This design comes from an exercise in tuning for small area, a short achievable clock period and few clock cycles per item on the open sky130 flow, not from production work.
Function was not checked in any run shown here: the RTL went through the layout flow alone.
Power figures rest on the tool's default switching activity, not on a simulated workload.

`config.mk`:
```
export PLATFORM = sky130hd
export DESIGN_NAME = xbus_filter
export DESIGN_NICKNAME = xbus_filter
export VERILOG_FILES = /design/flow/design.v
export SDC_FILE = /design/flow/constraint.sdc
export NUM_CORES = 4
export LEC_CHECK = 0
export CAP_MARGIN = 20
export CORE_MARGIN = 2
export CORE_UTILIZATION = 40
export SLEW_MARGIN = 20
```
`constraint.sdc`:
```
create_clock -name core_clock -period 4.5 [get_ports {clk}]
set_input_delay 0.9000 -clock core_clock [delete_from_list [all_inputs] [get_ports {clk}]]
set_output_delay 0.9000 -clock core_clock [all_outputs]
set_load 0.01 [all_outputs]
```
`design.v`:
```
`timescale 1ns/10ps
`default_nettype none
module xbus_filter (
    input  logic        clk,
    input  logic        arst_n,
    input  logic [65:0] in_pkt,
    input  logic [7:0]  pad_value,
    output logic        vec_wr_en,
    output logic [15:0] vec_din,
    input  logic        vec_full,
    output logic        cache_full
);
    logic [1:0]  tag;
    logic        is_head;
    logic        is_body;
    logic [15:0] hx;
    logic [15:0] hy;
    assign tag = in_pkt[65:64];
    assign is_head = tag == 2'd1;
    assign is_body = tag == 2'd2;
    assign hx = in_pkt[15:0];
    assign hy = in_pkt[31:16];
    logic       x_lo;
    logic       x_hi;
    logic       y_lo;
    logic       y_hi;
    logic [7:0] ex;
    logic [7:0] ey;
    assign x_lo = hx[15:3] == '0;
    assign x_hi = hx == 16'hffff;
    assign y_lo = hy[15:3] == '0;
    assign y_hi = hy == 16'hffff;
    always_comb begin
        ex[0] = x_hi;
        ey[0] = y_hi;
        for (int i = 1; i < 8; i++) begin
            ex[i] = x_lo && hx[2:0] == 3'(i - 1);
            ey[i] = y_lo && hy[2:0] == 3'(i - 1);
        end
    end
    logic [5:0] h_colmask;
    logic [5:0] h_rowmask;
    always_comb begin
        for (int c = 0; c < 6; c++) begin
            h_colmask[c] = ex[c] | ex[c + 1] | ex[c + 2];
            h_rowmask[c] = ey[c] | ey[c + 1] | ey[c + 2];
        end
    end
    logic [2:0] h_cv;
    logic [2:0] h_rv;
    always_comb begin
        for (int k = 0; k < 3; k++) begin
            h_cv[k] = 1'b0;
            h_rv[k] = 1'b0;
            for (int i = 0; i < 8; i++) begin
                if (i - 1 + k >= 1 && i - 1 + k <= 6) begin
                    h_cv[k] = h_cv[k] | ex[i];
                    h_rv[k] = h_rv[k] | ey[i];
                end
            end
        end
    end
    logic [1:0] h_base;
    logic [3:0] h_base_oh;
    assign h_base = {hy[0], 1'b0} + hx[1:0] + 2'd1;
    assign h_base_oh = 4'b0001 << h_base;
    function automatic logic [3:0] need_of(input int b, input logic [5:0] rm,
                                           input logic [5:0] cm);
        logic [3:0] n;
        n = '0;
        if (b < 9) begin
            for (int l = 0; l < 4; l++) begin
                n[l] = rm[(4 * b + l) / 6] & cm[(4 * b + l) % 6];
            end
        end
        need_of = n;
    endfunction
    logic [3:0]      ib;            
    logic [5:0]      colmask;
    logic [5:0]      rowmask;
    logic [2:0][3:0] nd;
    logic [3:0]      nd_next;       
    logic [1:0][3:0] nd_head;
    always_comb begin
        nd_next = 4'b1111;
        for (int b = 0; b < 9; b++) begin
            if (ib == 4'(b)) begin
                nd_next = (b + 3 < 9) ? need_of(b + 3, rowmask, colmask)
                        : ((b + 3 == 9) ? 4'b0000 : 4'b1111);
            end
        end
        for (int j = 0; j < 2; j++) begin
            nd_head[j] = need_of(j, h_rowmask, h_colmask);
        end
    end
    always_ff @(posedge clk or negedge arst_n) begin
        if (!arst_n) begin
            ib <= 4'd9;
            nd <= {4'b1111, 4'b1111, 4'b0000};
        end else if (is_head) begin
            ib <= 4'd0;
            nd <= {need_of(2, h_rowmask, h_colmask), nd_head};
        end else if (is_body) begin
            ib <= ib + 4'd1;
            nd <= {nd_next, nd[2:1]};
        end
    end
    always_ff @(posedge clk) begin
        if (is_head) begin
            colmask <= h_colmask;
            rowmask <= h_rowmask;
        end
    end
    logic [3:0] wr;
    assign wr = is_body ? nd[0] : 4'd0;
    logic [3:0]       wp;
    logic [3:0]       rp;
    logic [3:0]       t1;
    logic [3:0]       t2;
    logic [3:0]       pop;
    logic [3:0][15:0] head;
    for (genvar l = 0; l < 4; l++) begin : g_lane
        logic [15:0] m0;
        logic [15:0] m1;
        always_ff @(posedge clk or negedge arst_n) begin
            if (!arst_n) begin
                wp[l] <= 1'b0;
                rp[l] <= 1'b0;
                t1[l] <= 1'b0;
                t2[l] <= 1'b0;
            end else begin
                if (wr[l]) wp[l] <= !wp[l];
                if (pop[l]) rp[l] <= !rp[l];
                if (wr[l] && !pop[l]) begin
                    t1[l] <= 1'b1;
                    t2[l] <= t1[l];
                end else if (!wr[l] && pop[l]) begin
                    t1[l] <= t2[l];
                    t2[l] <= 1'b0;
                end
            end
        end
        always_ff @(posedge clk) begin
            if (wr[l] && !wp[l]) m0 <= {in_pkt[8 * (4 + l) +: 8], in_pkt[8 * l +: 8]};
            if (wr[l] && wp[l]) m1 <= {in_pkt[8 * (4 + l) +: 8], in_pkt[8 * l +: 8]};
        end
        assign head[l] = rp[l] ? m1 : m0;
    end
    logic [8:0] pos;
    logic [8:0] opad;           
    logic [3:0] obase;          
    logic       pend;
    logic [2:0] prv;
    logic [2:0] pcv;
    logic [3:0] pbase;
    logic [2:0] vfh;
    localparam logic [17:0] LPAT = {2'd2, 2'd1, 2'd0, 2'd0, 2'd3, 2'd2, 2'd2, 2'd1, 2'd0};
    function automatic logic [3:0] rotl(input logic [3:0] v, input logic [1:0] n);
        logic [7:0] d;
        d = {v, v} << n;
        rotl = d[7:4];
    endfunction
    logic [2:0]      lv;
    logic [2:0]      lpad;
    logic [2:0][3:0] lane;
    always_comb begin
        for (int j = 0; j < 3; j++) begin
            lv[j] = 1'b0;
            lpad[j] = 1'b0;
            lane[j] = 4'd0;
            for (int i = 0; i + j < 9; i++) begin
                lv[j] = lv[j] | pos[i];
                lpad[j] = lpad[j] | (pos[i] & opad[i + j]);
                lane[j] = lane[j] | ({4{pos[i]}} & rotl(obase, LPAT[2 * (i + j) +: 2]));
            end
        end
    end
    logic       can_emit;
    logic       have0;
    logic       emit;
    logic       take;
    logic [8:0] new_pad;
    logic [3:0] new_base;
    assign can_emit = !(vec_full && vfh == 3'b111);
    assign have0 = lpad[0] || (lane[0] & t1) != 4'd0;
    assign emit = lv[0] && have0 && can_emit;
    assign take = pos == 9'd0 || (emit && pos[8]);
    assign pop = (emit && !lpad[0]) ? lane[0] : 4'd0;
    always_comb begin
        for (int kh = 0; kh < 3; kh++) begin
            for (int kw = 0; kw < 3; kw++) begin
                new_pad[kh * 3 + kw] = pend ? !(prv[kh] && pcv[kw]) : !(h_rv[kh] && h_cv[kw]);
            end
        end
        new_base = pend ? pbase : h_base_oh;
    end
    always_ff @(posedge clk or negedge arst_n) begin
        if (!arst_n) begin
            pos <= '0;
            pend <= 1'b0;
            vfh <= '0;
            vec_wr_en <= 1'b0;
        end else begin
            vfh <= {vfh[1:0], vec_full};
            vec_wr_en <= emit;
            if (take) begin
                pos <= {8'd0, pend || is_head};
            end else if (emit) begin
                pos <= {pos[7:0], 1'b0};
            end
            if (is_head && !(take && !pend)) begin
                pend <= 1'b1;
            end else if (take) begin
                pend <= 1'b0;
            end
        end
    end
    logic [15:0] sel_pix;
    always_comb begin
        sel_pix = '0;
        for (int l = 0; l < 4; l++) begin
            sel_pix = sel_pix | ({16{lane[0][l]}} & head[l]);
        end
    end
    always_ff @(posedge clk) begin
        if (take) begin
            opad <= new_pad;
            obase <= new_base;
        end
        if (is_head) begin
            prv <= h_rv;
            pcv <= h_cv;
            pbase <= h_base_oh;
        end
        vec_din <= lpad[0] ? {pad_value, pad_value} : sel_pix;
    end
    logic       cf_prev;        
    logic [2:0] ce;
    logic [2:0] av;
    logic       same01;
    logic       same12;
    logic [3:0] a0;
    logic [3:0] a1;
    logic [3:0] a2;
    logic [3:0] u1;             
    logic [3:0] u2;             
    logic [3:0] f1;             
    logic [3:0] f2;             
    logic [3:0] na;
    logic [3:0] nb;
    logic [3:0] nc;
    logic [3:0] w1;             
    logic [3:0] w2;
    logic [3:0] w3;
    logic [3:0] hw1;
    logic [3:0] hw2;
    logic [3:0] ov;
    logic [3:0] hov;
    logic       cf_n;
    logic       pend_hit;
    always_comb begin
        ce[0] = !(vec_full && vfh == 3'b111);
        ce[1] = !(vec_full && vfh[1:0] == 2'b11);
        ce[2] = !(vec_full && vfh[0]);
        same01 = !lpad[0] && (pos[2] || pos[5]);
        same12 = !lpad[1] && (pos[1] || pos[4]);
        av[0] = lv[0] && ce[0] && have0;
        av[1] = av[0] && lv[1] && ce[1]
            && (lpad[1] || (lane[1] & (same01 ? t2 : t1)) != 4'd0);
        av[2] = av[1] && lv[2] && ce[2]
            && (lpad[2] || (lane[2] & (same12 ? t2 : t1)) != 4'd0);
        a0 = (av[0] && !lpad[0]) ? lane[0] : 4'd0;
        a1 = (av[1] && !lpad[1]) ? lane[1] : 4'd0;
        a2 = (av[2] && !lpad[2]) ? lane[2] : 4'd0;
        u1 = a0 | a1 | a2;
        u2 = (a0 & a1) | (a1 & a2);
        f1 = ~t2 | u1;
        f2 = ~t1 | (~t2 & u1) | u2;
        na = nd[0];
        nb = (cf_prev && cache_full) ? 4'd0 : nd[1];
        nc = (cf_prev || cache_full) ? 4'd0 : nd[2];
        w1 = na | nb | nc;
        w2 = (na & nb) | (na & nc) | (nb & nc);
        w3 = na & nb & nc;
        ov = (w1 & ~f1) | (w2 & ~f2) | w3;
        hw1 = nd_head[0] | (cache_full ? 4'd0 : nd_head[1]);
        hw2 = cache_full ? 4'd0 : (nd_head[0] & nd_head[1]);
        hov = (hw1 & ~f1) | (hw2 & ~f2);
        pend_hit = pend && (ib == 4'd9 || (ib == 4'd8 && !(cf_prev && cache_full))
                            || (ib == 4'd7 && !cf_prev && !cache_full));
        cf_n = (is_head ? hov != 4'd0 : ov != 4'd0) || pend_hit;
    end
    always_ff @(posedge clk or negedge arst_n) begin
        if (!arst_n) begin
            cache_full <= 1'b0;
            cf_prev <= 1'b0;
        end else begin
            cache_full <= cf_n;
            cf_prev <= cache_full;
        end
    end
endmodule
`default_nettype wire
```
`run.sh`:
```
#!/bin/bash
# synth_recipe.tcl (not shown) runs the flow's synth.tcl, then flattens the netlist and writes it again
# the make line also repeats each setting of config.mk as NAME=value (left out here)
make -C /OpenROAD-flow-scripts/flow DESIGN_CONFIG=/design/flow/config.mk WORK_HOME=/design/flow/orfs CLKGATE_MAP_FILE= SYNTH_SCRIPT=/design/flow/synth_recipe.tcl finish
```
==> results of run 1 <==
==> final cells by class <==
cell class | count | area (um^2) | area share [%]
flip-flops and latches | 225 | 6369 | 50.56
repair buffers | 110 | 1056 | 8.384
well taps | 335 | 419.2 | 3.328
clock inverters | 10 | 90.09 | 0.7152
clock buffers | 36 | 718.2 | 5.702
multi-input cells | 593 | 3842 | 30.51
inverters | 27 | 101.3 | 0.8046
==> cells by family after synthesis <==
| family | count (synthesis) | synth area share (%) |
|---|---|---|
| AOI/OAI and AO/OA | 214 | 14.21 |
| adders and majority gates | 11 | 1.280 |
| muxes | 73 | 6.968 |
| and+or+nand+nor | 285 | 13.08 |
| DFF | 225 | 60.32 |
| xor gates and xnor gates | 10 | 0.8295 |
| buffers and inverters | 78 | 3.318 |
==> power by group through the flow <==
stage / Clock [mW] / Sequential, mW / Combinational, mW
5_1_grt: 2.11 / 3.40 / 4.19
3_3_place_gp: 0 / 3.36 / 3.79
6_report: 1.98 / 3.33 / 3.83
4_1_cts: 2.03 / 3.33 / 3.84
3_5_place_dp: 0 / 3.37 / 3.83
2_1_floorplan: 0 / 2.96 / 2.70
==> per-layer routing <==
layer,global-route usage (%),vias up,wire length [um]
li1,-,3617,-
met5,0,-,0
met1,27.97,3737,12340
met3,3.208,51,1719
met2,32.50,275,13270
met4,6.709,0,955
==> metrics by stage <==
step | util (%) | cell area, um^2 | std cells
6_report | 48.47 | 12600 | 1336
5_1_grt | 48.47 | 12600 | 1336
4_1_cts | 48.47 | 12600 | 1336
3_5_place_dp | 45.36 | 11790 | 1290
3_3_place_gp | 45.36 | 11790 | 1290
2_1_floorplan | - | 10560 | 896
==> layout by cell type, fill, tap and decap left out, types with 5 or more instances in the layout <==
cell type	count
edfxtp_1	161
clkdlybuf4s50_1	93
nor2_1	77
nand2_1	69
mux2i_1	69
nor3_1	45
o21ai_0	39
o22ai_1	38
dfrtp_1	38
inv_1	27
a21oi_1	26
clkbuf_16	26
a22oi_1	19
nand4_1	19
nand3_1	17
buf_4	16
dfxtp_1	16
a31oi_1	14
a22o_1	12
a221o_1	10
dfstp_2	10
ha_1	9
and2_1	8
nor2b_1	8
xnor2_1	7
nor4_1	7
clkbuf_1	7
nand2b_1	6
and3_1	6
and4_1	5
a221oi_1	5
==> worst register-to-register path, stage by stage, from the launching register on <==
cell and delay [ps]:
dfrtp_1 560, a222oi_1 480, and4_1 250, buf_4 250, nand2b_1 160, o2111ai_2 180, o21ai_1 290, buf_4 230
inv_1 90, a21oi_1 240, inv_1 310
==> registers in the layout, indices dropped and copies added (netlist names), 4 cells and up <==
name / count
g_lane.m0: 64
g_lane.m1: 64
vec_din: 16
nd: 12
opad: 9
pos: 9
colmask: 6
ib: 4
obase: 4
pbase: 4
rowmask: 4
rp: 4
t1: 4
t2: 4
wp: 4
==> how the worst max path moves through the flow <==
stage	startpoint	endpoint	slack, ps	depth (start not counted)
CTS	pos[2]$_DFFE_PN0P_	opad[1]$_DFFE_PP_	1150	10
global placement	in_pkt[3]	cache_full$_DFF_PN0_	1000	10
floorplan	in_pkt[3]	cache_full$_DFF_PN0_	1800	8
global route	pos[2]$_DFFE_PN0P_	opad[1]$_DFFE_PP_	940	10
finish	pos[2]$_DFFE_PN0P_	opad[1]$_DFFE_PP_	1130	10
detailed placement	in_pkt[3]	cache_full$_DFF_PN0_	900	10
==> cells in the mapped netlist (26+ instances only) <==
library cell / count / area share (%)
a21oi_1: 26 / 1.2
clkbuf_1: 31 / 1.1
dfrtp_1: 38 / 9.0
edfxtp_1: 161 / 46
inv_1: 27 / 0.96
mux2i_1: 69 / 6.5
nand2_1: 69 / 2.5
nor2_1: 77 / 2.7
nor3_1: 45 / 2.1
o21ai_0: 39 / 1.8
o22ai_1: 38 / 2.3
==> impl_metrics.env, run 1 <==
export IMPL_status="timing/DRC/antenna clean"
export IMPL_core_area_mm2=0.02598
export IMPL_final_setup_viol_count=0
export IMPL_timing_rr_start="pos[2]$_DFFE_PN0P_"
export IMPL_die_w_um=166.5
export IMPL_hold_worst_slack_ps=278.1
export IMPL_num_io_pins=95
export IMPL_cp_required_ps=4700
export IMPL_cpMaxStageDelayCell="dfrtp_1"
export IMPL_synth_nets=983
export IMPL_powerDensity_mw_per_mm2=725.7
export IMPL_cts_hold_fix_buffers=0
export IMPL_critPathLaunchType="flop"
export IMPL_grt_antenna_before_repair=0
export IMPL_dp_hpwl_um=20150
export IMPL_synthFlopType="edfxtp_1"
export IMPL_numCtsBuffers=25
export IMPL_worstReg2RegEnd="opad[1]$_DFFE_PP_"
export IMPL_wire_per_inst_um=21.16
export IMPL_slowest_delay_ps=560
export IMPL_cap_viol_max_count=0
export IMPL_via_count=7680
export IMPL_final_setup_tns_ps=0
export IMPL_synth_edff_count=161
export IMPL_clock_path_buffers=3
export IMPL_p_seq_share_pct=36.4
export IMPL_mappedNetlistArea_mm2=0.01056
export IMPL_seq_area_frac_synth_pct=60.32
export IMPL_routed_via_density=5.749
export IMPL_wl_um=28280
export IMPL_critPathArrivalTime_ps=3570
export IMPL_die_y_um=166.5
export IMPL_grt_max_degree=35
export IMPL_grt_pass1_wl_um=43810
export IMPL_drtIter0Drc=659
export IMPL_internal_power_mw=5.401
export IMPL_crit_family="compound AO/OA/AOI/OAI gates"
export IMPL_power_switching_mw=3.740
export IMPL_ys_warn_count=1
export IMPL_p_total_mw=9.141
export IMPL_period_share_pct=74.87
export IMPL_synth_cell_types=74
export IMPL_r2r_slack_ps=1130
export IMPL_synth_seq_cells=225
export IMPL_io_buffers=94
export IMPL_place_congestion=0.9122
export IMPL_power_leakage_nw=4.570
export IMPL_combPwrFrac_pct=41.8
export IMPL_min_path_type="in -> async"
export IMPL_async_flop_share_pct=21.33
export IMPL_slew_headroom_pct=30.40
export IMPL_grt_pass1_vias=7478
export IMPL_fin_nets=1069
export IMPL_cts_setup_buffers=0
export IMPL_tritoncts="built"
export IMPL_worstSkewPairLatency_ps=530
export IMPL_htreeDepth=1
export IMPL_track_usage_pct=20.16
export IMPL_r2r_cells=10
export IMPL_die_area_mm2=0.02771
export IMPL_skew_ps=13.55
export IMPL_clk_pin_slew_ps=60
export IMPL_finalMaxSlewViolations=0
export IMPL_critPathBufInv=4
export IMPL_place_ws_ps=896.4
export IMPL_final_hold_violation_count=0
export IMPL_drc=0
export IMPL_antennaDiodeCount=0
export IMPL_rsz0062_at_grt="no"
export IMPL_synth_cells=896
export IMPL_crit_chain="a222oi_1 -> and4_1 -> buf_4 -> nand2b_1 -> o2111ai_2 -> o21ai_1 -> buf_4 -> inv_1 -> a21oi_1 -> inv_1"
export IMPL_fin_ws_ps=1131
export IMPL_min_period_ps=3369
export IMPL_crit_path_end_kind="flop"
export IMPL_first_pass_iters=6
export IMPL_ctsResizeCount=0
export IMPL_p_sw_share_pct=40.92
export IMPL_worstMarginPinSlew_ps=1044
export IMPL_path_max_fanout=18
export IMPL_clkPwrFrac_pct=21.7
export IMPL_fp_row_count=59
export IMPL_path_class="reg -> reg"
export IMPL_fmax_mhz=296.8
export IMPL_cts_root_buf="clkbuf_16"
export IMPL_ir_worst_vdd_mv=0.4080
export IMPL_grt_overflow=0
export IMPL_final_antenna_net_count=0
export IMPL_clock_sinks=225
export IMPL_postSynthAreaPerCell_um2=11.78
export IMPL_syn_to_final_growth_pct=19.29
export IMPL_layout_drive_gt1_share_pct=7.992
export IMPL_start_util_pct=40.63
export IMPL_fill_cells=2338
==> run 2, diff against run 1 <==
--- a/config.mk
+++ b/config.mk
@@ -8,4 +8,5 @@
 export CAP_MARGIN = 20
 export CORE_MARGIN = 2
 export CORE_UTILIZATION = 40
+export SETUP_SLACK_MARGIN = 1.5
 export SLEW_MARGIN = 20
==> run 2 against run 1 <==
Sequential power down 1%. Synthesized area unchanged. Clock power about the same. Clock skew down 1.3 ps. Flip-flop and latch count unchanged. Non-clock buffer count up 42. Global-route usage up 0.26 points. Total power up 9.6%.
==> impl_metrics.env, run 2 <==
export IMPL_die_w_um=166.5
export IMPL_min_path_type="in -> async"
export IMPL_synth_xor_area_share_pct=0.8295
export IMPL_crit_path_end_kind="flop"
export IMPL_routed_via_density=5.737
export IMPL_postSynthAreaPerCell_um2=11.78
export IMPL_yosys_cell_count_top_type="edfxtp_1"
export IMPL_ir_worst_vdd_mv=0.3675
export IMPL_ys_warn_count=1
export IMPL_critPathArrivalTime_ps=3220
export IMPL_final_common_cell="edfxtp_1"
export IMPL_final_antenna_net_count=0
export IMPL_grt_pass1_vias=7558
export IMPL_crit_chain="a222oi_1 -> and4_1 -> buf_8 -> nand2b_1 -> o2111ai_4 -> o21ai_2 -> buf_6 -> inv_1 -> a21oi_4 -> clkinvlp_4"
export IMPL_powerDensity_mw_per_mm2=763.9
export IMPL_tritoncts="built"
export IMPL_final_setup_tns_ps=0
export IMPL_skew_ps=12.21
export IMPL_die_y_um=166.5
export IMPL_start_util_pct=40.63
export IMPL_first_pass_iters=5
export IMPL_antennaDiodeCount=0
export IMPL_htreeDepth=1
export IMPL_numCtsBuffers=25
export IMPL_core_area_mm2=0.02598
export IMPL_grt_antenna_before_repair=0
export IMPL_wire_per_inst_um=21.32
export IMPL_fin_nets=1112
export IMPL_mappedNetlistArea_mm2=0.01056
export IMPL_synthTopCellsByCount="edfxtp_1 (161), nor2_1 (77), mux2i_1 (69), nand2_1 (69), nor3_1 (45)"
export IMPL_io_buffers=94
export IMPL_synth_top_area_share_pct=45.79
export IMPL_synthFlopType="edfxtp_1"
export IMPL_synth_seq_cells=225
export IMPL_slew_headroom_pct=29.91
export IMPL_synth_compound_area_share_pct=14.21
export IMPL_synthAdderAreaFrac_pct=1.280
export IMPL_drc=0
export IMPL_placed_cell_area_mm2=0.01179
export IMPL_final_hold_violation_count=0
export IMPL_final_cell_mix="edfxtp_1 (161), clkdlybuf4s50_1 (92), nor2_1 (76)"
export IMPL_yosys_area_share_simple_pct=13.08
export IMPL_async_flop_share_pct=21.33
export IMPL_synth_cell_types=74
export IMPL_cap_viol_max_count=0
export IMPL_num_io_pins=95
export IMPL_final_area_mm2=0.01311
export IMPL_fmax_mhz=336.3
export IMPL_critPathLaunchType="flop"
export IMPL_fin_ws_ps=1526
export IMPL_fp_row_count=59
export IMPL_synth_edff_count=161
export IMPL_grt_pass1_wl_um=44410
export IMPL_biggestRegsByFlops="g_lane.m0 x64, g_lane.m1 x64, vec_din x16"
export IMPL_cts_root_buf="clkbuf_16"
export IMPL_place_ws_ps=896.4
export IMPL_path_class="reg -> reg"
export IMPL_synthTopCellsByArea="edfxtp_1 (46%), dfrtp_1 (9.0%), mux2i_1 (6.5%), dfxtp_1 (3.0%), nor2_1 (2.7%)"
export IMPL_min_period_ps=2974
export IMPL_slowest_delay_ps=460
export IMPL_clock_sinks=225
export IMPL_power_leakage_nw=4.821
export IMPL_final_setup_viol_count=0
export IMPL_yosys_area_top_type="edfxtp_1"
export IMPL_rsz0062_at_grt="yes"
export IMPL_synth_nets=983
export IMPL_worstMarginPinSlew_ps=1051
export IMPL_status="timing/DRC/antenna clean"
export IMPL_seq_area_frac_synth_pct=60.32
export IMPL_place_congestion=0.9122
export IMPL_grt_overflow=0
export IMPL_dp_hpwl_um=20150
export IMPL_fill_cells=2292
export IMPL_grt_max_degree=35
export IMPL_synth_top_family_by_area="compound AO/OA/AOI/OAI gates"
export IMPL_startpoint="pos[5]$_DFFE_PN0P_"
export IMPL_track_usage_pct=20.41
export IMPL_period_share_pct=66.09
export IMPL_hold_worst_slack_ps=278.2
export IMPL_timing_rr_start="pos[5]$_DFFE_PN0P_"
export IMPL_drtIter0Drc=688
export IMPL_layout_drive_gt1_share_pct=14.66
export IMPL_finalMaxSlewViolations=0
export IMPL_via_count=7911
export IMPL_clk_pin_slew_ps=60
export IMPL_wl_um=29410
export IMPL_cp_required_ps=4740
export IMPL_worstSkewPairLatency_ps=530
export IMPL_clock_path_buffers=3
export IMPL_synth_mux_area_share_pct=6.968
export IMPL_die_area_mm2=0.02771
export IMPL_path_max_fanout=18
export IMPL_syn_to_final_growth_pct=24.20
export IMPL_synth_cells=896
export IMPL_cpMaxStageDelayCell="dfrtp_2"
[run 2: cell counts after synthesis]
Identical to the previous run, type by type.
[run 2: through the flow]
stage	util, %	power (mW)	instances
2_1_floorplan	-	5.652	896
3_3_place_gp	45.36	7.154	1290
3_5_place_dp	45.36	7.196	1290
4_1_cts	48.95	9.347	1349
5_1_grt	50.47	10.56	1379
6_report	50.47	10.02	1379
[run 2: timing repair]
item,in CTS,in global routing
resized for setup,11,37
pin swaps,3,15
cloned,1,1
hold buffers,0,0
buffers inserted,12,29
setup endpoints to repair,15,20
[run 2: cells by family (layout without fill, tap and decap cells)]
group,count (synthesis),after routing
and+or+nand+nor,285,285
DFF,225,225
AOI/OAI and AO/OA,214,214
buffers and inverters,78,226
muxes,73,73
adders and majority gates,11,11
xor gates and xnor gates,10,10
[run 2: worst paths after layout]
path	to	slack, ps	depth (start not counted)
min in group core_clock	vfh[2]$_DFF_PN0_	370	0
hold reg to reg	vfh[2]$_DFF_PN0_	370	0
setup reg to reg	obase[3]$_DFFE_PP_	1530	10
hold / removal	pos[7]$_DFFE_PN0P_	280	1
max in group asynchronous	ib[0]$_DFFE_PN1P_	3390	2
setup / recovery	obase[3]$_DFFE_PP_	1530	10
[run 2: per-layer routing]
layer / GRT usage (%) / vias to the layer above / wire, um / share of wire [%]
met1: 28.27 / 3834 / 12720 / 43
met5: 0 / - / 0 / 0
met2: 33.45 / 321 / 13920 / 47
li1: - / 3698 / - / -
met4: 5.697 / 0 / 877 / 3.0
met3: 3.327 / 58 / 1889 / 6.4
[run 2: layout make-up]
class,instances,area [um^2],area share [%]
clock buffer,36,718.2,5.477
sequential,225,6380,48.65
timing repair buffer,152,1414,10.78
tap,335,419.2,3.196
clock inverter,10,90.09,0.6870
timing repair inverter,1,7.507,0.05725
multi-input combinational,593,3984,30.38
inverter,27,101.3,0.7728
[run 2: worst max-delay path, delay by kind of cell (launching register included)]
family,cells,cell delay (ps)
DFF,1,460
buffers and inverters,4,670
and+or+nand+nor,2,470
AOI/OAI and AO/OA,4,1070
[run 2: report_power, final]
group | total [mW] | leakage (nW) | internal, mW | switching [mW]
Sequential | 3.29 | 2.15 | 2.72 | 0.571
Clock | 1.99 | 0.399 | 1.17 | 0.815
Combinational | 4.74 | 2.28 | 2.04 | 2.71
Total | 10.0 | 4.82 | 5.93 | 4.09
==> run 3, diff against run 2 <==
--- a/config.mk
+++ b/config.mk
@@ -8,5 +8,5 @@
 export CAP_MARGIN = 20
 export CORE_MARGIN = 2
 export CORE_UTILIZATION = 40
-export SETUP_SLACK_MARGIN = 1.5
+export SETUP_SLACK_MARGIN = 2.3
 export SLEW_MARGIN = 20
==> run 3 against run 2 <==
Sequential power up 2%. Sequential share of layout area shrank 3.5 points. Cell count increased by 3.1%. Die area did not move. Routed wire length is 4.1% higher. Synthesized area is the same. Via count is 4.1% higher. Count of clock-buffer cells in the layout rose by 4. Core utilization rose by 3.9 points. Critical path depth increased by 1. Flip-flop and latch count stayed put. Clock skew fell by 5.0 ps. Largest cell class unchanged.
==> impl_metrics.env, run 3 <==
export IMPL_slew_headroom_pct=24.49
export IMPL_fin_util_pct=54.35
export IMPL_path_class="reg -> reg"
export IMPL_hp_start="vfh[1]$_DFF_PN0_"
export IMPL_path_max_fanout=9
export IMPL_synthTopCellsByCount="edfxtp_1 (161), nor2_1 (77), mux2i_1 (69), nand2_1 (69), nor3_1 (45)"
export IMPL_final_setup_viol_count=0
export IMPL_critPathArrivalTime_ps=3390
export IMPL_yosys_area_share_simple_pct=13.08
export IMPL_grt_max_degree=49
export IMPL_internal_power_mw=6.642
export IMPL_synth_mux_area_share_pct=6.968
export IMPL_synth_cell_types=74
export IMPL_numCtsBuffers=25
export IMPL_r2r_slack_ps=1500
export IMPL_die_w_um=166.5
export IMPL_grt_overflow=0
export IMPL_grt_antenna_before_repair=1
export IMPL_min_path_type="reg -> reg"
export IMPL_biggestRegsByFlops="g_lane.m0 x64, g_lane.m1 x64, vec_din x16"
export IMPL_die_area_mm2=0.02771
export IMPL_track_usage_pct=20.97
export IMPL_synthAdderAreaFrac_pct=1.280
export IMPL_wl_um=30610
export IMPL_grt_pass1_wl_um=45500
export IMPL_synth_top_area_share_pct=45.79
export IMPL_worstReg2RegEnd="cache_full$_DFF_PN0_"
export IMPL_whs_path_depth=0
export IMPL_clock_path_buffers=3
export IMPL_critPathLaunchType="flop"
export IMPL_io_buffers=94
export IMPL_power_leakage_nw=5.229
export IMPL_yosys_cell_count_top_type="edfxtp_1"
export IMPL_synth_nets=983
export IMPL_num_io_pins=95
export IMPL_p_sw_share_pct=40.68
export IMPL_period_share_pct=66.60
export IMPL_p_seq_share_pct=30.0
export IMPL_fp_row_count=59
export IMPL_core_area_mm2=0.02598
export IMPL_drtIter0Drc=914
export IMPL_dp_hpwl_um=20070
export IMPL_die_y_um=166.5
export IMPL_drc=0
export IMPL_crit_path_end_kind="flop"
export IMPL_combPwrFrac_pct=52.9
export IMPL_skew_ps=7.245
export IMPL_synth_top_family_by_area="compound AO/OA/AOI/OAI gates"
export IMPL_mappedNetlistArea_mm2=0.01056
export IMPL_p_total_mw=11.20
export IMPL_clock_sinks=225
export IMPL_cp_required_ps=4900
export IMPL_finalMaxSlewViolations=0
export IMPL_clk_pin_slew_ps=60
export IMPL_synth_compound_area_share_pct=14.21
export IMPL_final_hold_violation_count=0
export IMPL_synthFlopType="edfxtp_1"
export IMPL_seq_area_frac_synth_pct=60.32
export IMPL_layout_drive_gt1_share_pct=28.55
export IMPL_final_antenna_net_count=0
export IMPL_synth_edff_count=161
export IMPL_cts_hold_fix_buffers=0
export IMPL_synth_seq_cells=225
export IMPL_start_util_pct=40.63
export IMPL_r2r_cells=11
export IMPL_ir_worst_vdd_mv=0.4562
export IMPL_tritoncts="built"
export IMPL_place_congestion=0.8817
export IMPL_ys_warn_count=1
export IMPL_power_switching_mw=4.554
export IMPL_wire_per_inst_um=21.52
export IMPL_fin_nets=1154
export IMPL_postSynthAreaPerCell_um2=11.78
export IMPL_yosys_area_top_type="edfxtp_1"
export IMPL_timing_rr_start="pos[6]$_DFFE_PN0P_"
export IMPL_powerDensity_mw_per_mm2=792.7
export IMPL_cts_root_buf="clkbuf_16"
export IMPL_clkPwrFrac_pct=17.1
export IMPL_synth_cells=896
export IMPL_rsz0062_at_grt="yes"
export IMPL_first_pass_iters=7
export IMPL_whs_endpoint="vfh[2]$_DFF_PN0_"
export IMPL_cap_viol_max_count=0
export IMPL_async_flop_share_pct=21.33
export IMPL_min_period_ps=2997
export IMPL_syn_to_final_growth_pct=33.76
export IMPL_status="timing/DRC/antenna clean"
export IMPL_synthTopCellsByArea="edfxtp_1 (46%), dfrtp_1 (9.0%), mux2i_1 (6.5%), dfxtp_1 (3.0%), nor2_1 (2.7%)"
export IMPL_fmax_mhz=333.7
export IMPL_startpoint="pos[6]$_DFFE_PN0P_"
export IMPL_worstSkewPairLatency_ps=530
export IMPL_htreeDepth=1
export IMPL_worstMarginPinSlew_ps=1133
export IMPL_routed_via_density=5.793
export IMPL_final_common_cell="edfxtp_1"
export IMPL_synth_xor_area_share_pct=0.8295
export IMPL_via_count=8238
export IMPL_final_setup_tns_ps=0
export IMPL_grt_pass1_vias=7712
export IMPL_final_cell_mix="edfxtp_1 (161), mux2i_1 (68), nand2_1 (64), buf_4 (64), nor2_1 (61)"
==> run 3: cell types whose count changed in the layout (fill, tap and decap cells not counted), sizes merged, moves of 4 or more <==
cell | before | now
clkdlybuf4s50 | 92 | 44
clkbuf | 37 | 47
dlygate4sd2 | 0 | 24
clkinv | 8 | 4
clkdlybuf4s15 | 0 | 4
buf | 58 | 114
==> run 3: final cells by class <==
cell class	count	area [um^2]
fillers	2209	11860
well taps	335	419.2
inverters	27	118.9
diodes	1	2.502
repair buffers	194	1831
flip-flops and latches	225	6380
repair inverters	1	11.26
multi-input cells	593	4593
clock inverters	6	46.29
clock buffers	40	721.9
==> run 3: cells by family (layout without fill, tap and decap cells) <==
kind of cell | Yosys count | count (layout)
other | 0 | 1
muxes | 73 | 73
adders and majority gates | 11 | 11
xor gates and xnor gates | 10 | 10
AOI/OAI and AO/OA | 214 | 214
and+or+nand+nor | 285 | 285
buffers and inverters | 78 | 268
DFF | 225 | 225
==> run 3: how the worst max path moves through the flow <==
stage | end | cells after the start
floorplan | cache_full$_DFF_PN0_ | 10
global placement | cache_full$_DFF_PN0_ | 11
detailed placement | cache_full$_DFF_PN0_ | 10
CTS | cache_full$_DFF_PN0_ | 11
global route | cache_full$_DFF_PN0_ | 11
finish | cache_full$_DFF_PN0_ | 11
==> run 3: metal layers <==
layer	up-vias	track usage (%)	routed length [um]
met5	-	0	0
met4	0	7.196	913
met1	4060	30.54	13770
met3	67	2.923	1929
met2	329	32.34	14000
li1	3782	-	-
==> run 3: power by group through the flow <==
stage | Sequential, mW | Clock (mW) | Combinational [mW]
floorplan | 2.96 | 0 | 2.96
global placement | 3.40 | 0 | 3.98
detailed placement | 3.40 | 0 | 4.01
CTS | 3.33 | 1.96 | 4.91
global route | 3.41 | 2.03 | 6.33
finish | 3.36 | 1.91 | 5.92
==> run 3: repair_timing <==
item                                    in CTS  in global routing
pin swaps                                   31                 57
setup buffers                               43                 45
endpoints found under the setup margin     228                105
gates resized for setup                    184                119
gates cloned                                 2                  0
==> run 3: metrics by stage <==
stage / setup slack [ps] / instance area, um^2 / instances / hold slack, ps
6_report: 1503 / 14120 / 1422 / 370.3
5_1_grt: 1366 / 14120 / 1421 / 379.7
4_1_cts: 1627 / 13400 / 1376 / 368.9
3_5_place_dp: 976.1 / 11960 / 1285 / 356.4
3_3_place_gp: 1068 / 11960 / 1285 / 351.7
2_1_floorplan: 1838 / 10800 / 896 / 346.1
==> run 3: worst max-delay path, cell delays in order (launching register included) <==
cell and delay, ps:
dfrtp_2 490, a222oi_1 370, nand4_1 250, buf_12 190, nor2_4 140, a211oi_2 80
a211oi_4 330, nand2_2 120, or3_1 320, a32oi_1 230, nor4b_4 250, a22oi_2 80
==> run 4, diff against run 3 <==
--- a/design.v
+++ b/design.v
@@ -146,35 +146,35 @@
         end
         assign head[l] = rp[l] ? m1 : m0;
     end
+    logic       act;
     logic [8:0] pos;
-    logic [8:0] opad;           
-    logic [3:0] obase;          
+    logic [8:0] opad;
+    logic [3:0] lane0;
     logic       pend;
     logic [2:0] prv;
     logic [2:0] pcv;
     logic [3:0] pbase;
     logic [2:0] vfh;
-    localparam logic [17:0] LPAT = {2'd2, 2'd1, 2'd0, 2'd0, 2'd3, 2'd2, 2'd2, 2'd1, 2'd0};
-    function automatic logic [3:0] rotl(input logic [3:0] v, input logic [1:0] n);
-        logic [7:0] d;
-        d = {v, v} << n;
-        rotl = d[7:4];
+    function automatic logic [3:0] rotl1(input logic [3:0] v);
+        rotl1 = {v[2:0], v[3]};
+    endfunction
+    function automatic logic [3:0] rotl2(input logic [3:0] v);
+        rotl2 = {v[1:0], v[3:2]};
     endfunction
     logic [2:0]      lv;
     logic [2:0]      lpad;
     logic [2:0][3:0] lane;
-    always_comb begin
-        for (int j = 0; j < 3; j++) begin
-            lv[j] = 1'b0;
-            lpad[j] = 1'b0;
-            lane[j] = 4'd0;
-            for (int i = 0; i + j < 9; i++) begin
-                lv[j] = lv[j] | pos[i];
-                lpad[j] = lpad[j] | (pos[i] & opad[i + j]);
-                lane[j] = lane[j] | ({4{pos[i]}} & rotl(obase, LPAT[2 * (i + j) +: 2]));
-            end
-        end
-    end
+    logic            row_end0;      
+    logic            row_end1;      
+    assign row_end0 = pos[2] | pos[5];
+    assign row_end1 = pos[1] | pos[4];
+    assign lv[0] = act;
+    assign lv[1] = act & !pos[8];
+    assign lv[2] = act & !pos[8] & !pos[7];
+    assign lpad = opad[2:0];
+    assign lane[0] = lane0;
+    assign lane[1] = row_end0 ? lane0 : rotl1(lane0);
+    assign lane[2] = (row_end0 | row_end1) ? rotl1(lane0) : rotl2(lane0);
     logic       can_emit;
     logic       have0;
     logic       emit;
@@ -182,10 +182,10 @@
     logic [8:0] new_pad;
     logic [3:0] new_base;
     assign can_emit = !(vec_full && vfh == 3'b111);
-    assign have0 = lpad[0] || (lane[0] & t1) != 4'd0;
-    assign emit = lv[0] && have0 && can_emit;
-    assign take = pos == 9'd0 || (emit && pos[8]);
-    assign pop = (emit && !lpad[0]) ? lane[0] : 4'd0;
+    assign have0 = lpad[0] || (lane0 & t1) != 4'd0;
+    assign emit = act && have0 && can_emit;
+    assign take = !act || (emit && pos[8]);
+    assign pop = (emit && !lpad[0]) ? lane0 : 4'd0;
     always_comb begin
         for (int kh = 0; kh < 3; kh++) begin
             for (int kw = 0; kw < 3; kw++) begin
@@ -196,7 +196,7 @@
     end
     always_ff @(posedge clk or negedge arst_n) begin
         if (!arst_n) begin
-            pos <= '0;
+            act <= 1'b0;
             pend <= 1'b0;
             vfh <= '0;
             vec_wr_en <= 1'b0;
@@ -204,9 +204,7 @@
             vfh <= {vfh[1:0], vec_full};
             vec_wr_en <= emit;
             if (take) begin
-                pos <= {8'd0, pend || is_head};
-            end else if (emit) begin
-                pos <= {pos[7:0], 1'b0};
+                act <= pend || is_head;
             end
             if (is_head && !(take && !pend)) begin
                 pend <= 1'b1;
@@ -219,13 +217,18 @@
     always_comb begin
         sel_pix = '0;
         for (int l = 0; l < 4; l++) begin
-            sel_pix = sel_pix | ({16{lane[0][l]}} & head[l]);
+            sel_pix = sel_pix | ({16{lane0[l]}} & head[l]);
         end
     end
     always_ff @(posedge clk) begin
         if (take) begin
+            pos <= 9'd1;
             opad <= new_pad;
-            obase <= new_base;
+            lane0 <= new_base;
+        end else if (emit) begin
+            pos <= {pos[7:0], 1'b0};
+            opad <= {1'b1, opad[8:1]};
+            lane0 <= lane[1];
         end
         if (is_head) begin
             prv <= h_rv;
@@ -252,6 +255,8 @@
     logic [3:0] w1;             
     logic [3:0] w2;
     logic [3:0] w3;
+    logic       h01;
+    logic       h0and1;
     logic [3:0] hw1;
     logic [3:0] hw2;
     logic [3:0] ov;
@@ -262,8 +267,8 @@
         ce[0] = !(vec_full && vfh == 3'b111);
         ce[1] = !(vec_full && vfh[1:0] == 2'b11);
         ce[2] = !(vec_full && vfh[0]);
-        same01 = !lpad[0] && (pos[2] || pos[5]);
-        same12 = !lpad[1] && (pos[1] || pos[4]);
+        same01 = !lpad[0] && row_end0;
+        same12 = !lpad[1] && row_end1;
         av[0] = lv[0] && ce[0] && have0;
         av[1] = av[0] && lv[1] && ce[1]
             && (lpad[1] || (lane[1] & (same01 ? t2 : t1)) != 4'd0);
@@ -283,8 +288,10 @@
         w2 = (na & nb) | (na & nc) | (nb & nc);
         w3 = na & nb & nc;
         ov = (w1 & ~f1) | (w2 & ~f2) | w3;
-        hw1 = nd_head[0] | (cache_full ? 4'd0 : nd_head[1]);
-        hw2 = cache_full ? 4'd0 : (nd_head[0] & nd_head[1]);
+        h01 = h_rowmask[0] | h_rowmask[1];
+        h0and1 = h_rowmask[0] & h_rowmask[1] & !cache_full;
+        hw1 = {4{h01}};
+        hw2 = {h0and1, h0and1, 2'b00};
         hov = (hw1 & ~f1) | (hw2 & ~f2);
         pend_hit = pend && (ib == 4'd9 || (ib == 4'd8 && !(cf_prev && cache_full))
                             || (ib == 4'd7 && !cf_prev && !cache_full));
--- a/config.mk
+++ b/config.mk
@@ -8,5 +8,4 @@
 export CAP_MARGIN = 20
 export CORE_MARGIN = 2
 export CORE_UTILIZATION = 40
-export SETUP_SLACK_MARGIN = 2.3
 export SLEW_MARGIN = 20
==> run 4 against run 3 <==
Synthesized cell count shrank 9.2%. Routed wire length shrank 15%. Die area shrank 2.5%. Highest routed layer unchanged. Flip-flop and latch count grew 1.
==> impl_metrics.env, run 4 <==
export IMPL_final_area_mm2=0.01242
export IMPL_yosys_area_top_type="edfxtp_1"
export IMPL_p_seq_share_pct=42.3
export IMPL_ff_latch_area_mm2=0.006349
export IMPL_fin_nets=998
export IMPL_crit_path_end_kind="flop"
export IMPL_wl_um=25980
export IMPL_core_area_mm2=0.02518
export IMPL_cp_required_ps=4900
export IMPL_via_count=6973
export IMPL_synth_seq_cells=226
export IMPL_routed_via_density=5.534
export IMPL_grt_pass1_wl_um=39300
export IMPL_die_y_um=164.3
export IMPL_place_congestion=0.8733
export IMPL_tritoncts="built"
export IMPL_min_period_ps=3405
export IMPL_final_setup_tns_ps=0
export IMPL_fmax_mhz=293.7
export IMPL_p_sw_share_pct=33.80
export IMPL_layout_drive_gt1_share_pct=16.67
export IMPL_final_antenna_net_count=0
export IMPL_mappedNetlistArea_mm2=0.01028
export IMPL_final_cell_mix="edfxtp_1 (161), clkdlybuf4s50_1 (93), a21oi_1 (72)"
export IMPL_synthAdderAreaFrac_pct=1.509
export IMPL_io_buffers=94
export IMPL_path_max_fanout=22
export IMPL_htreeDepth=1
export IMPL_placed_cell_area_mm2=0.01157
export IMPL_grt_antenna_before_repair=0
export IMPL_dp_hpwl_um=18160
export IMPL_critPathLaunchType="flop"
export IMPL_clock_sinks=226
export IMPL_internal_power_mw=4.991
export IMPL_combPwrFrac_pct=30.4
export IMPL_numCtsBuffers=25
export IMPL_syn_to_final_growth_pct=20.73
export IMPL_cts_root_buf="clkbuf_16"
export IMPL_fin_util_pct=49.30
export IMPL_final_setup_viol_count=0
export IMPL_yosys_area_share_simple_pct=10.04
export IMPL_multi_input_area_mm2=0.003685
export IMPL_cts_hold_fix_buffers=0
export IMPL_first_pass_iters=7
export IMPL_synth_mux_area_share_pct=9.892
export IMPL_cap_viol_max_count=0
export IMPL_power_switching_mw=2.548
export IMPL_clkPwrFrac_pct=27.3
export IMPL_synth_top_family_by_area="compound AO/OA/AOI/OAI gates"
export IMPL_synth_cell_types=61
export IMPL_fp_row_count=58
export IMPL_synthTopCellsByArea="edfxtp_1 (47%), mux2_2 (7.6%), dfrtp_1 (7.3%), dfxtp_1 (4.9%), a21oi_1 (3.5%)"
export IMPL_num_io_pins=95
export IMPL_power_leakage_nw=4.411
export IMPL_final_hold_violation_count=0
export IMPL_clk_pin_slew_ps=60
export IMPL_drc=0
export IMPL_synthTopCellsByCount="edfxtp_1 (161), a21oi_1 (72), mux2_2 (69)"
export IMPL_ir_worst_vdd_mv=0.2671
export IMPL_ctsResizeCount=0
export IMPL_cts_setup_buffers=0
export IMPL_grt_overflow=0
export IMPL_synth_nets=901
export IMPL_rsz0062_at_grt="no"
export IMPL_clock_path_buffers=3
export IMPL_start_util_pct=40.84
export IMPL_worstMarginPinSlew_ps=1034
export IMPL_synth_cells=814
export IMPL_critPathArrivalTime_ps=3800
export IMPL_yosys_cell_count_top_type="edfxtp_1"
export IMPL_drtIter0Drc=594
export IMPL_synth_top_area_share_pct=47.01
export IMPL_ys_warn_count=1
export IMPL_min_path_type="reg -> reg"
export IMPL_status="timing/DRC/antenna clean"
export IMPL_worstSkewPairLatency_ps=540
export IMPL_grt_pass1_vias=6877
export IMPL_postSynthAreaPerCell_um2=12.63
export IMPL_die_area_mm2=0.02701
export IMPL_die_w_um=164.3
export IMPL_finalMaxSlewViolations=0
export IMPL_synth_edff_count=161
export IMPL_slew_headroom_pct=31.10
export IMPL_final_common_cell="edfxtp_1"
export IMPL_powerDensity_mw_per_mm2=607.2
export IMPL_wire_per_inst_um=20.62
export IMPL_path_class="reg -> reg"
export IMPL_synthFlopType="edfxtp_1"
export IMPL_antennaDiodeCount=0
export IMPL_fill_cells=2221
export IMPL_seq_area_frac_synth_pct=61.74
export IMPL_skew_ps=10.79
export IMPL_period_share_pct=75.66
export IMPL_synth_compound_area_share_pct=13.46
export IMPL_biggestRegsByFlops="g_lane.m0 x64, g_lane.m1 x64, vec_din x16"
export IMPL_p_total_mw=7.539
export IMPL_grt_max_degree=53
export IMPL_track_usage_pct=19.09
export IMPL_synth_xor_area_share_pct=0.8517
export IMPL_async_flop_share_pct=17.70
run 4: worst paths after layout:
check	start	to	slack, ps	cells after the start
worst max register to register	lane0[0]$_DFFE_PP_	cache_full$_DFF_PN0_	1100	8
worst max-delay path	lane0[0]$_DFFE_PP_	cache_full$_DFF_PN0_	1100	8
min in group asynchronous	arst_n	t2[2]$_DFFE_PN0P_	470	2
worst min-delay path	vfh[1]$_DFF_PN0_	vfh[2]$_DFF_PN0_	400	0
worst min register to register	vfh[1]$_DFF_PN0_	vfh[2]$_DFF_PN0_	400	0
max in group asynchronous	arst_n	nd[0]$_DFFE_PN0P_	3620	2
run 4: cells by family (layout without fill, tap and decap cells):
kind of cell             Yosys count  in the layout
adder cells (fa/ha/maj)           13             13
XOR/XNOR                          10             10
buffers and inverters             58            174
multiplexers                      93             93
AND/OR/NAND/NOR                  211            211
AO/OA/AOI/OAI                    203            203
flip-flops                       226            226
run 4: area by class of cell:
class	count	share of cell area (%)
sequential	226	51.13
clock buffer	34	5.966
tap	330	3.326
clock inverter	12	0.8163
multi-input combinational	530	29.68
inverter	17	0.5140
timing repair buffer	111	8.566
run 4: through the flow:
step	hold slack [ps]	setup WS (ps)	cells
final	398.7	1095	1260
after global routing	428.6	838.0	1260
after CTS	406.2	1126	1260
after detailed placement	390.3	579.2	1214
after global placement	378.4	682.2	1214
after floorplan	366.0	1653	814
run 4: worst max-delay path: stages, from the launching register on:
cell and delay [ps]:
edfxtp_1 930, mux2i_1 320, o22ai_2 300, o2111ai_4 240, o41ai_1 600, nor3b_1 100, a211o_1 300, a2111oi_2 370
a22oi_1 110
run 4: per-layer routing:
metal	track usage (%)	share of wire [%]
met5	0	0
met4	3.987	1.5
met3	2.828	4.1
met2	34.21	51
met1	24.49	44
run 4: power groups by stage:
stage               Combinational (mW)  Sequential (mW)  Clock [mW]
floorplan                         1.76             2.93           0
global route                      2.51             3.25        2.17
CTS                               2.31             3.19        2.08
detailed placement                2.30             3.23           0
global placement                  2.29             3.22           0
finish                            2.29             3.19        2.06
==> run 5, diff against run 4 <==
--- a/config.mk
+++ b/config.mk
@@ -8,4 +8,5 @@
 export CAP_MARGIN = 20
 export CORE_MARGIN = 2
 export CORE_UTILIZATION = 40
+export SETUP_SLACK_MARGIN = 2.0
 export SLEW_MARGIN = 20
==> run 5 against run 4 <==
Still clean. Synthesized area is the same. Worst hold slack lost 7.0 ps. Cell count grew 2.8%. Total power grew 9.2%. Flip-flop and latch count is the same. Critical path type unchanged. Critical endpoint unchanged. Largest cell class unchanged.
==> impl_metrics.env, run 5 <==
export IMPL_status="timing/DRC/antenna clean"
export IMPL_fin_cells=1295
export IMPL_grt_pass1_vias=6929
export IMPL_powerDensity_mw_per_mm2=628.1
export IMPL_synth_nets=901
export IMPL_biggestRegsByFlops="g_lane.m0 x64, g_lane.m1 x64, vec_din x16"
export IMPL_synth_cell_types=61
export IMPL_clock_sinks=226
export IMPL_path_class="reg -> reg"
export IMPL_syn_to_final_growth_pct=27.44
export IMPL_wl_um=27400
export IMPL_synth_cells=814
export IMPL_htreeDepth=1
export IMPL_yosys_area_share_simple_pct=10.04
export IMPL_mappedNetlistArea_mm2=0.01028
export IMPL_postSynthAreaPerCell_um2=12.63
export IMPL_die_area_mm2=0.02701
export IMPL_p_total_mw=8.231
export IMPL_ir_worst_vdd_mv=0.3440
export IMPL_slew_headroom_pct=42.50
export IMPL_final_antenna_net_count=0
export IMPL_first_pass_iters=5
export IMPL_routed_via_density=5.640
export IMPL_slowest_delay_ps=430
export IMPL_crit_path_end_kind="flop"
export IMPL_synthTopCellsByArea="edfxtp_1 (47%), mux2_2 (7.6%), dfrtp_1 (7.3%), dfxtp_1 (4.9%), a21oi_1 (3.5%)"
export IMPL_seq_area_frac_synth_pct=61.74
export IMPL_wire_per_inst_um=21.16
export IMPL_clk_pin_slew_ps=60
export IMPL_critPathArrivalTime_ps=3120
export IMPL_synth_top_area_share_pct=47.01
export IMPL_cp_required_ps=4870
export IMPL_ys_warn_count=1
export IMPL_synthFlopType="edfxtp_1"
export IMPL_place_congestion=0.8551
export IMPL_die_w_um=164.3
export IMPL_cts_hold_fix_buffers=0
export IMPL_tritoncts="built"
export IMPL_crit_chain="buf_12 -> o21bai_4 -> mux2i_1 -> o22ai_2 -> o2111ai_4 -> buf_6 -> o41ai_4 -> nor3_1 -> a211o_1 -> a2111oi_4 -> a22oi_1"
export IMPL_cpMaxStageDelayCell="edfxtp_1"
export IMPL_finalMaxSlewViolations=0
export IMPL_layout_drive_gt1_share_pct=25.36
export IMPL_fp_row_count=58
export IMPL_synth_compound_area_share_pct=13.46
export IMPL_path_max_fanout=6
export IMPL_rsz0062_at_grt="yes"
export IMPL_synth_xor_area_share_pct=0.8517
export IMPL_fmax_mhz=364.1
export IMPL_dp_hpwl_um=18340
export IMPL_synthTopCellsByCount="edfxtp_1 (161), a21oi_1 (72), mux2_2 (69)"
export IMPL_yosys_cell_count_top_type="edfxtp_1"
export IMPL_final_setup_tns_ps=0
export IMPL_min_path_type="in -> async"
export IMPL_synth_mux_area_share_pct=9.892
export IMPL_grt_overflow=0
export IMPL_grt_antenna_before_repair=3
export IMPL_async_flop_share_pct=17.70
export IMPL_grt_max_degree=53
export IMPL_final_hold_violation_count=0
export IMPL_cts_root_buf="clkbuf_16"
export IMPL_power_leakage_nw=4.756
export IMPL_track_usage_pct=19.64
export IMPL_cap_viol_max_count=0
export IMPL_final_setup_viol_count=0
export IMPL_clock_path_buffers=3
export IMPL_io_buffers=94
export IMPL_numCtsBuffers=24
export IMPL_drtIter0Drc=523
export IMPL_worstSkewPairLatency_ps=510
export IMPL_synthAdderAreaFrac_pct=1.509
export IMPL_min_period_ps=2746
export IMPL_final_common_cell="edfxtp_1"
export IMPL_fin_util_pct=52.04
export IMPL_grt_pass1_wl_um=39850
export IMPL_period_share_pct=61.03
export IMPL_num_io_pins=95
export IMPL_final_cell_mix="edfxtp_1 (161), a21oi_1 (70), mux2_2 (69), clkdlybuf4s50_1 (69), nand2_1 (54)"
export IMPL_die_y_um=164.3
export IMPL_via_count=7304
export IMPL_placed_cells=1205
export IMPL_synth_edff_count=161
export IMPL_core_area_mm2=0.02518
export IMPL_critPathLaunchType="flop"
export IMPL_skew_ps=16.30
export IMPL_yosys_area_top_type="edfxtp_1"
export IMPL_fin_nets=1031
export IMPL_start_util_pct=40.84
export IMPL_worstMarginPinSlew_ps=862.4
export IMPL_drc=0
export IMPL_synth_seq_cells=226
export IMPL_synth_top_family_by_area="compound AO/OA/AOI/OAI gates"
[run 5: cell counts after synthesis]
No cell type changed its count.
[run 5: cell type report]
cell class	instances	area (um^2)
timing repair buffer	145	1356
sequential	226	6351
fill	2148	12080
inverter	17	63.81
tap	330	412.9
clock inverter	5	80.08
antenna	3	7.507
clock buffer	39	738.2
multi-input combinational	530	4095
[run 5: critical path, delay by kind of cell, from the launching register on]
| kind | cells | cell delay [ps] |
|---|---|---|
| AO/OA/AOI/OAI | 7 | 1550 |
| flip-flops | 1 | 430 |
| buffers and inverters | 2 | 360 |
| multiplexers | 1 | 140 |
| AND/OR/NAND/NOR | 1 | 120 |
[run 5: what timing repair did]
action | in CTS | in global routing
endpoints found under the setup margin | 49 | 96
pin swaps | 13 | 19
gates resized for setup | 49 | 61
cloned | 1 | 0
setup buffers | 21 | 21
[run 5: logic make-up (layout without fill, tap and decap cells)]
group,Yosys count,in the layout
adder cells (fa/ha/maj),13,13
buffers and inverters,58,206
flip-flops,226,226
XOR/XNOR,10,10
AO/OA/AOI/OAI,203,203
AND/OR/NAND/NOR,211,211
other,0,3
multiplexers,93,93
[run 5: report_power, final]
part / internal (mW) / total, mW / switching (mW)
clock: 1.23 / 2.02 / 0.787
sequential: 2.67 / 3.11 / 0.446
combinational: 1.54 / 3.10 / 1.56
total: 5.44 / 8.23 / 2.79
[run 5: final timing paths]
check	from	end	slack (ps)	cells after the start
max	opad[0]$_DFFE_PP_	cache_full$_DFF_PN0_	1750	11
min reg2reg	vfh[1]$_DFF_PN0_	vfh[2]$_DFF_PN0_	410	0
max in group asynchronous	arst_n	rp[0]$_DFFE_PN0P_	3700	1
min in group core_clock	vfh[1]$_DFF_PN0_	vfh[2]$_DFF_PN0_	410	0
min	arst_n	rp[2]$_DFFE_PN0P_	390	1
max reg2reg	opad[0]$_DFFE_PP_	cache_full$_DFF_PN0_	1750	11
[run 5: through the flow]
stage	instance area, um^2	hold WS, ps	worst slack [ps]
3_3_place_gp	11630	383.1	1069
3_5_place_dp	11630	404.4	1015
5_1_grt	13100	419.5	1687
2_1_floorplan	10420	374.7	1883
4_1_cts	12780	416.9	1739
6_report	13110	391.7	1754
[run 5: per-layer routing]
layer  global-route usage, %  up-vias  part of all wire, %
met5                       0        -                    0
met4                   6.579        0                  2.9
met3                   3.333       49                  6.2
met2                   33.70      249                   50
met1                   25.21     3621                   41
li1                        -     3385                    -
==> run 6, diff against run 5 <==
--- a/design.v
+++ b/design.v
@@ -272,7 +272,7 @@
         av[0] = lv[0] && ce[0] && have0;
         av[1] = av[0] && lv[1] && ce[1]
             && (lpad[1] || (lane[1] & (same01 ? t2 : t1)) != 4'd0);
-        av[2] = av[1] && lv[2] && ce[2]
+        av[2] = 1'b0 && lv[2] && ce[2]
             && (lpad[2] || (lane[2] & (same12 ? t2 : t1)) != 4'd0);
         a0 = (av[0] && !lpad[0]) ? lane[0] : 4'd0;
         a1 = (av[1] && !lpad[1]) ? lane[1] : 4'd0;
==> run 6 against run 5 <==
First-iteration DRC count increased by 40%. Sequential power is essentially flat. Synthesized area grew 0.15%. Critical endpoint is now opad[2]$_DFFE_PP_. Final area is 3.8% lower. Highest routed layer unchanged. Routed wire length decreased by 2.3%. Sequential share of layout area grew 1.9 points. Register-to-register slack improved by 390 ps. Fmax increased by 11%. Worst hold slack better by 5.4 ps. Flip-flop and latch count did not move. Still clean. Non-clock buffer count shrank 18. Largest cell class unchanged. Cell count down 2.5%. Critical path type is now in -> reg.
==> impl_metrics.env, run 6 <==
export IMPL_via_count=7123
export IMPL_clock_sinks=226
export IMPL_syn_to_final_growth_pct=22.37
export IMPL_die_area_mm2=0.02705
export IMPL_start_util_pct=40.78
export IMPL_core_area_mm2=0.02525
export IMPL_htreeDepth=1
export IMPL_crit_chain="clkdlybuf4s50_1 -> nand4_1 -> or4_4 -> o31ai_4 -> or2_1 -> and2b_2 -> a32o_1 -> o21ai_1"
export IMPL_grt_pass1_vias=6910
export IMPL_cts_root_buf="clkbuf_16"
export IMPL_slowest_delay_ps=550
export IMPL_fin_cells=1263
export IMPL_final_hold_violation_count=0
export IMPL_yosys_area_share_simple_pct=10.93
export IMPL_ir_worst_vdd_mv=0.2809
export IMPL_wire_per_inst_um=21.20
export IMPL_power_leakage_nw=4.569
export IMPL_critPathLaunchType="input port"
export IMPL_antennaDiodeCount=0
export IMPL_routed_via_density=5.640
export IMPL_crit_path_end_kind="flop"
export IMPL_fp_row_count=58
export IMPL_cts_hold_fix_buffers=0
export IMPL_tritoncts="built"
export IMPL_synth_top_family_by_area="compound AO/OA/AOI/OAI gates"
export IMPL_die_w_um=164.5
export IMPL_synth_cells=805
export IMPL_min_period_ps=2464
export IMPL_period_share_pct=54.76
export IMPL_io_buffers=94
export IMPL_grt_overflow=0
export IMPL_wl_um=26780
export IMPL_place_congestion=0.8181
export IMPL_final_cell_mix="edfxtp_1 (161), clkdlybuf4s50_1 (68), mux2_2 (67)"
export IMPL_synth_nets=892
export IMPL_final_setup_viol_count=0
export IMPL_r2r_slack_ps=2140
export IMPL_min_path_type="in -> async"
export IMPL_clk_pin_slew_ps=60
export IMPL_synth_edff_count=161
export IMPL_r2r_cells=9
export IMPL_final_antenna_net_count=0
export IMPL_cap_viol_max_count=0
export IMPL_synth_top_area_share_pct=46.94
export IMPL_worstReg2RegEnd="cache_full$_DFF_PN0_"
export IMPL_num_io_pins=95
export IMPL_slew_headroom_pct=46.97
export IMPL_grt_pass1_wl_um=40340
export IMPL_async_flop_share_pct=17.70
export IMPL_ys_warn_count=1
export IMPL_grt_max_degree=41
export IMPL_fmax_mhz=405.8
export IMPL_rsz0062_at_grt="no"
export IMPL_drc=0
export IMPL_p_total_mw=7.448
export IMPL_critPathArrivalTime_ps=2720
export IMPL_clock_path_buffers=3
export IMPL_timing_rr_start="ib[0]$_DFFE_PN1P_"
export IMPL_path_class="in -> reg"
export IMPL_synthFlopType="edfxtp_1"
export IMPL_final_common_cell="edfxtp_1"
export IMPL_powerDensity_mw_per_mm2=591.0
export IMPL_synth_compound_area_share_pct=12.93
export IMPL_numCtsBuffers=25
export IMPL_cpMaxStageDelayCell="clkdlybuf4s50_1"
export IMPL_seq_area_frac_synth_pct=61.65
export IMPL_fin_ws_ps=2036
export IMPL_fin_nets=1002
export IMPL_fill_cells=2228
export IMPL_postSynthAreaPerCell_um2=12.79
export IMPL_placed_cells=1194
export IMPL_mappedNetlistArea_mm2=0.01030
export IMPL_layout_drive_gt1_share_pct=20.69
export IMPL_biggestRegsByFlops="g_lane.m0 x64, g_lane.m1 x64, vec_din x16"
export IMPL_grt_antenna_before_repair=0
export IMPL_synthTopCellsByArea="edfxtp_1 (47%), mux2_2 (7.3%), dfrtp_1 (7.3%), dfxtp_1 (4.9%), dfstp_2 (2.6%)"
export IMPL_dp_hpwl_um=17860
export IMPL_synthAdderAreaFrac_pct=1.640
export IMPL_synth_xor_area_share_pct=0.8504
export IMPL_synth_mux_area_share_pct=9.173
export IMPL_track_usage_pct=19.69
export IMPL_synth_cell_types=75
export IMPL_hold_worst_slack_ps=397.1
export IMPL_yosys_area_top_type="edfxtp_1"
export IMPL_final_setup_tns_ps=0
export IMPL_worstSkewPairLatency_ps=520
export IMPL_path_max_fanout=4
export IMPL_drtIter0Drc=731
export IMPL_cp_required_ps=4750
export IMPL_yosys_cell_count_top_type="edfxtp_1"
export IMPL_skew_ps=12.80
export IMPL_synthTopCellsByCount="edfxtp_1 (161), mux2_2 (67), nand2_1 (53)"
export IMPL_worstMarginPinSlew_ps=795.4
export IMPL_first_pass_iters=8
export IMPL_die_y_um=164.5
export IMPL_synth_seq_cells=226
export IMPL_finalMaxSlewViolations=0
export IMPL_place_ws_ps=1043
export IMPL_status="timing/DRC/antenna clean"
[run 6: worst max-delay path by stage]
stage,from,end,slack (ps)
after floorplan,in_pkt[65],nd[8]$_DFFE_PN1P_,2010
after CTS,in_pkt[23],opad[0]$_DFFE_PP_,1970
after global routing,in_pkt[28],opad[7]$_DFFE_PP_,2010
after detailed placement,in_pkt[4],opad[2]$_DFFE_PP_,1040
final,in_pkt[8],opad[2]$_DFFE_PP_,2040
after global placement,in_pkt[4],opad[2]$_DFFE_PP_,1150
[run 6: through the flow]
step | instance area, um^2 | utilization (%)
6_report | 12600 | 49.90
2_1_floorplan | 10300 | -
5_1_grt | 12600 | 49.90
4_1_cts | 12400 | 49.10
3_3_place_gp | 11480 | 45.47
3_5_place_dp | 11480 | 45.47
[run 6: logic make-up after synthesis]
logic type | Yosys count
flops | 226
simple gates | 219
compound gates | 191
mux | 86
buf+inv | 59
fa+ha+maj | 14
xor+xnor | 10
[run 6: area by class of cell]
| class | count | area [um^2] | area share [%] |
|---|---|---|---|
| flip-flops and latches | 226 | 6350 | 50.39 |
| multi-input cells | 520 | 3806 | 30.20 |
| repair buffers | 127 | 1207 | 9.581 |
| clock buffers | 31 | 648.1 | 5.143 |
| well taps | 330 | 412.9 | 3.276 |
| clock inverters | 14 | 121.4 | 0.9631 |
| inverters | 15 | 56.30 | 0.4468 |
[run 6: critical path: cells and delay by family]
family	cells	cell delay [ps]
AO/OA/AOI/OAI	3	280
buffers and inverters	1	550
AND/OR/NAND/NOR	4	990
[run 6: what timing repair did]
item / CTS / global route
pin swaps: 13 / 13
endpoints found under the setup margin: 36 / 88
buffers inserted: 13 / 11
gates resized for setup: 27 / 37
endpoints found under the hold margin: 0 / 0
[run 6: report_power, final]
group	leakage [nW]	internal [mW]	switching (mW)
Combinational	2.07	1.12	1.27
Sequential	2.12	2.67	0.443
Clock	0.375	1.13	0.808
Total	4.57	4.93	2.52
[run 6: routing by layer]
layer  vias to the layer above  global-route usage, %  wire (um)
met3                        40                  2.963       1791
met2                       271                  34.79      13300
met1                      3507                  25.74      11210
li1                       3305                      -          -
met5                         -                      0          0
met4                         0                  4.229        479

## re-timing with driven ports
The results above use ideal ports. As a check the final layouts listed here were re-extracted and re-timed, cells and wires unchanged.
Step 1 assumes that a clkbuf_16 drives the clock port and a buf_2 every other input.
Step 2 adds t to the input delays and takes it off the output delays; t is the mean of the earliest and latest rising clock arrival at the registers after step 1. Input paths then give back, and output paths get back, about the clock's delay inside the block.
a / b / c = ideal / step 1 / step 2; a / b = the first two.
| run | t, ns | setup WS [ns] | worst setup path after step 2 | slew at the worst register clock pin (ns) | worst data-port slew with drivers (ns) |
|---|---|---|---|---|---|
| run 1 | 0.575 | 1.131 / 1.131 / 0.826 | input to register | 0.06 / 0.06 | 0.08 |
| run 2 | 0.575 | 1.526 / 1.526 / 1.012 | input to register | 0.06 / 0.06 | 0.08 |
| run 3 | 0.573 | 1.503 / 1.503 / 1.127 | input to register | 0.06 / 0.06 | 0.07 |
| run 4 | 0.577 | 1.095 / 1.095 / 0.620 | input to register | 0.06 / 0.06 | 0.07 |
| run 5 | 0.551 | 1.754 / 1.754 / 1.392 | input to register | 0.06 / 0.06 | 0.06 |
| run 6 | 0.558 | 2.036 / 2.055 / 1.497 | input to register | 0.06 / 0.06 | 0.07 |
After both steps setup and hold are still met in every run listed. For run 6, which loses most, drivers alone change the setup slack by +0.019 ns; drivers and shift together by -0.539 ns.
